Source: an optimization exercise on an open RTL-to-GDS flow (aim: small area). Production flows keep margins and buffers that such runs may drop.

==> run a: inputs <==
==> flow/design.v (excerpt) <==
module four_channel_rate_limited_averager_top (
	input  logic                          clk,
	input  logic                          arst_n,
	input  logic                          s_tvalid,
	output logic                          s_tready,
	input  logic [fcrla_pkg::IN_W-1:0]    s_tdata,
	input  logic [1:0]                    s_tuser,
	output logic                          m_tvalid,
	input  logic                          m_tready,
	output logic [fcrla_pkg::OUT_W-1:0]   m_tdata,
	input  logic                          cfg_we,
	input  logic [fcrla_pkg::IVAL_W-1:0]  cfg_data
);
Settings: LEC_CHECK=0, CAP_MARGIN=20, CORE_MARGIN=2, CORE_UTILIZATION=40, CTS_BUF_LIST=sky130_fd_sc_hd__clkbuf_8, SLEW_MARGIN=20; clock period 10.0 ns.
standard.sh (not shown) runs the stock make flow with config.mk's settings and CLKGATE_MAP_FILE= SYNTH_SCRIPT=/design/flow/synth_recipe.tcl, a recipe that flattens the netlist after the stock synthesis.
==> flow/flow/run.sh <==
#!/bin/bash
# The standard layout, with the port buffers made of the smallest buffer cell
# instead of the default choice. Every port still gets its own buffer.
set -euo pipefail
bash standard.sh BUFFER_PORTS_ARGS="-buffer_cell sky130_fd_sc_hd__buf_1" finish > make_finish.log 2>&1
==> run b (differences from run a) <==
--- a/flow/design.v
+++ b/flow/design.v
@@ -29,36 +29,37 @@
 	output logic [fcrla_pkg::OUT_W-1:0]   m_tdata,
 	input  logic                          cfg_we,
 	input  logic [fcrla_pkg::IVAL_W-1:0]  cfg_data
 );
 	fcrla_pkg::state_t state_q;
-	logic [1:0]  ph_q;
-	logic [3:0]  step_q;
+	logic [5:0]  cnt_q;
 	logic [15:0] ival_q;
 	logic        stream_q;
 	logic [31:0] last_q;
 	logic        fresh_q;    
 	logic        clrp_q;
 	logic [11:0] w0h_q, w1h_q, w2h_q, w3h_q;
 	logic        smp;
 	logic        room;
+	logic        need_acc;
 	logic        accept;
 	logic        hit;
 	logic        acc_last;
-	logic        div;
+	logic        shift;
 	logic [15:0] pad;
 	logic [27:0] acc;
 	logic [27:0] dstep;
 	logic [27:0] alu;
 	logic [12:0] tally_inc;
-	logic [3:0]  step_inc;
+	logic [5:0]  cnt_inc;
 	assign smp      = (s_tuser == 2'd0) && stream_q && s_tdata[0];
 	assign room     = !m_tdata[76];
-	assign acc_last = (state_q == fcrla_pkg::ST_ACC) && (ph_q == 2'd3);
-	assign s_tready = ((state_q == fcrla_pkg::ST_IDLE) && !smp) || acc_last;
+	assign need_acc = smp && room;
+	assign acc_last = (state_q == fcrla_pkg::ST_ACC) && (cnt_q[1:0] == 2'd3);
+	assign s_tready = ((state_q == fcrla_pkg::ST_IDLE) && !need_acc) || acc_last;
 	assign accept   = s_tvalid && s_tready;
-	assign div      = (state_q == fcrla_pkg::ST_DIV);
+	assign shift    = (state_q == fcrla_pkg::ST_ACC) || (state_q == fcrla_pkg::ST_DIV);
 	always_comb begin
 		logic [31:0] t;
 		logic [15:0] e;
 		logic [15:0] s;
 		logic        c;
@@ -85,19 +86,16 @@
 		end
 		hz  = c ? (&s) : !(|s);
 		hit = !hz || ge;
 	end
 	always_comb begin
-		pad = '0;
-		if ((state_q == fcrla_pkg::ST_ACC) && room) begin
-			case (ph_q)
-				2'd0:    pad = s_tdata[48:33];
-				2'd1:    pad = s_tdata[64:49];
-				2'd2:    pad = s_tdata[80:65];
-				default: pad = s_tdata[96:81];
-			endcase
-		end
+		case (cnt_q[1:0])
+			2'd0:    pad = s_tdata[48:33];
+			2'd1:    pad = s_tdata[64:49];
+			2'd2:    pad = s_tdata[80:65];
+			default: pad = s_tdata[96:81];
+		endcase
 	end
 	always_comb begin
 		logic [27:0] a;
 		logic        c;
 		logic        p;
@@ -123,68 +121,60 @@
 			d[i] = tr[i] ^ !m_tdata[64+i] ^ c;
 			c    = (tr[i] & !m_tdata[64+i]) | (c & (tr[i] ^ !m_tdata[64+i]));
 		end
 		dstep = {c ? d[11:0] : tr[11:0], m_tdata[14:0], c};
 	end
-	assign alu = div ? dstep : acc;
+	assign alu = (state_q == fcrla_pkg::ST_DIV) ? dstep : acc;
 	always_ff @(posedge clk) begin
-		w3h_q <= alu[27:16];
-		w2h_q <= w3h_q;
-		w1h_q <= w2h_q;
-		w0h_q <= w1h_q;
-	end
-	always_ff @(posedge clk) begin
-		if (state_q != fcrla_pkg::ST_OUT) begin
-			m_tdata[63:48] <= alu[15:0];
-			m_tdata[47:32] <= m_tdata[63:48];
-			m_tdata[31:16] <= m_tdata[47:32];
-			m_tdata[15:0]  <= m_tdata[31:16];
+		if (shift) begin
+			{w3h_q, m_tdata[63:48]} <= alu;
+			{w2h_q, m_tdata[47:32]} <= {w3h_q, m_tdata[63:48]};
+			{w1h_q, m_tdata[31:16]} <= {w2h_q, m_tdata[47:32]};
+			{w0h_q, m_tdata[15:0]}  <= {w1h_q, m_tdata[31:16]};
 		end
 	end
 	always_comb begin
 		logic c;
 		c = 1'b1;
 		for (int i = 0; i < 13; i++) begin
 			tally_inc[i] = m_tdata[64+i] ^ c;
 			c            = m_tdata[64+i] & c;
 		end
 		c = 1'b1;
-		for (int i = 0; i < 4; i++) begin
-			step_inc[i] = step_q[i] ^ c;
-			c           = step_q[i] & c;
-		end
-	end
-	always_ff @(posedge clk or negedge arst_n) begin
-		if (!arst_n) begin
-			ph_q <= '0;
-		end else begin
-			ph_q <= ph_q + 2'd1;
+		for (int i = 0; i < 6; i++) begin
+			cnt_inc[i] = cnt_q[i] ^ c;
+			c          = cnt_q[i] & c;
 		end
 	end
 	always_ff @(posedge clk) begin
-		step_q <= '0;
-		if (div) begin
-			step_q <= (ph_q == 2'd3) ? step_inc : step_q;
+		cnt_q <= '0;
+		if ((state_q == fcrla_pkg::ST_ACC) && !acc_last) begin
+			cnt_q <= cnt_inc;
+		end
+		if (state_q == fcrla_pkg::ST_DIV) begin
+			cnt_q <= cnt_inc;
 		end
 	end
 	always_ff @(posedge clk or negedge arst_n) begin
 		if (!arst_n) begin
 			state_q <= fcrla_pkg::ST_IDLE;
 		end else begin
 			unique case (state_q)
 				fcrla_pkg::ST_IDLE: begin
-					if (s_tvalid && smp && (ph_q == 2'd3)) begin
+					if (s_tvalid && need_acc) begin
 						state_q <= fcrla_pkg::ST_ACC;
+					end else if (accept && smp && hit) begin
+						state_q <= fcrla_pkg::ST_DIV;
 					end
 				end
 				fcrla_pkg::ST_ACC: begin
 					if (acc_last) begin
 						state_q <= hit ? fcrla_pkg::ST_DIV : fcrla_pkg::ST_IDLE;
 					end
 				end
 				fcrla_pkg::ST_DIV: begin
-					if ((step_q == 4'd15) && (ph_q == 2'd3)) begin
+					if (cnt_q == 6'd63) begin
 						state_q <= fcrla_pkg::ST_OUT;
 					end
 				end
 				default: begin
 					if (m_tready) begin
@@ -201,30 +191,30 @@
 			ival_q <= cfg_data;
 		end
 	end
 	always_ff @(posedge clk or negedge arst_n) begin
 		if (!arst_n) begin
-			stream_q       <= 1'b0;
-			fresh_q        <= 1'b1;
+			stream_q <= 1'b0;
+			fresh_q  <= 1'b1;
 			m_tdata[76:64] <= '0;
-			clrp_q         <= 1'b1;
+			clrp_q   <= 1'b1;
 		end else if ((state_q == fcrla_pkg::ST_OUT) && m_tready) begin
 			m_tdata[76:64] <= '0;
-			clrp_q         <= 1'b1;
+			clrp_q  <= 1'b1;
 		end else if (accept) begin
 			unique case (s_tuser)
 				2'd1: begin
-					stream_q       <= 1'b1;
+					stream_q <= 1'b1;
 					m_tdata[76:64] <= '0;
-					clrp_q         <= 1'b1;
+					clrp_q   <= 1'b1;
 				end
 				2'd2: stream_q <= 1'b0;
 				2'd0: begin
 					if (smp) begin
 						if (room) begin
 							m_tdata[76:64] <= tally_inc;
-							clrp_q         <= 1'b0;
+							clrp_q  <= 1'b0;
 						end
 						if (hit) begin
 							fresh_q <= 1'b0;
 						end
 					end
@@ -236,8 +226,8 @@
 	always_ff @(posedge clk) begin
 		if (accept && smp && hit) begin
 			last_q <= s_tdata[32:1];
 		end
 	end
-	assign m_tvalid       = (state_q == fcrla_pkg::ST_OUT);
+	assign m_tvalid = (state_q == fcrla_pkg::ST_OUT);
 	assign m_tdata[79:77] = 3'b000;
 endmodule
==> flow/run.sh (new file) <==
#!/bin/bash
# synth_recipe.tcl (not shown) runs the flow's synth.tcl, then flattens the netlist and writes it again
# the make line also repeats each setting of config.mk as NAME=value (left out here)
make -C /OpenROAD-flow-scripts/flow DESIGN_CONFIG=/design/flow/config.mk WORK_HOME=/design/flow/orfs CLKGATE_MAP_FILE= SYNTH_SCRIPT=/design/flow/synth_recipe.tcl finish
Settings changed: CTS_BUF_LIST sky130_fd_sc_hd__clkbuf_8 to not set.
removed: flow/flow/run.sh
removed: flow/standard.sh
==> results.toml <==
[worst_setup_path]
r2r_cells = 24
timing.critical_path.mode_cell = "fa_2"

[clock_network]
clk_pin_slew_ns = 0.07

[run_status]
status = "finished clean"

[synth]
synth_fa_ha_area_share_pct = 18.2

[floorplanning]
fp-row-count = 55

[global_route]
use_met1_pct = 23.9

[timing]
relSlewSlack_pct = 36.2
(the above is from run b)
==> results.toml <==
[worst_setup_path]
timing.critical_path.mode_cell = "fa_1"
r2r_cells = 27

[run_status]
status = "finished clean"

[timing]
relSlewSlack_pct = 40.2

[synth]
synth_fa_ha_area_share_pct = 18.2

[global_route]
use_met1_pct = 22.2
(the above is from run a)
No functional check of the RTL was part of any run of this note.

-- re-timing with driven ports --
In the flow no input, the clock included, has a driving cell. The finished layouts below were timed again as built, in two steps. Step 1, drivers: a clkbuf_16 drives clk and a buf_2 each remaining input, both assumed. Step 2 times the ports against the registers' clock, not the clock port: input delays grow and output delays shrink by t, the midpoint of the rising clock arrivals with the driver on. Slacks: ideal / step 1 / step 2; pairs: ideal / step 1.
| run | shift t [ns] | slack for setup (ns) | hold WS [ns] | latest minus earliest clock arrival (ns) | slew at the worst register clock pin (ns) |
|---|---|---|---|---|---|
| run a | 0.494 | 0.400 / 0.401 / -0.093 | 0.331 / 0.331 / 0.331 | 0.021 / 0.021 | 0.11 / 0.11 |
| run b | 0.473 | 0.222 / 0.245 / -0.227 | 0.423 / 0.423 / 0.423 | 0.014 / 0.013 | 0.08 / 0.08 |
Met with ideal ports but missed after step 2: setup timing in run a and run b. For run a, which loses most, drivers alone change the setup slack by +0.001 ns; drivers and shift together by -0.493 ns.
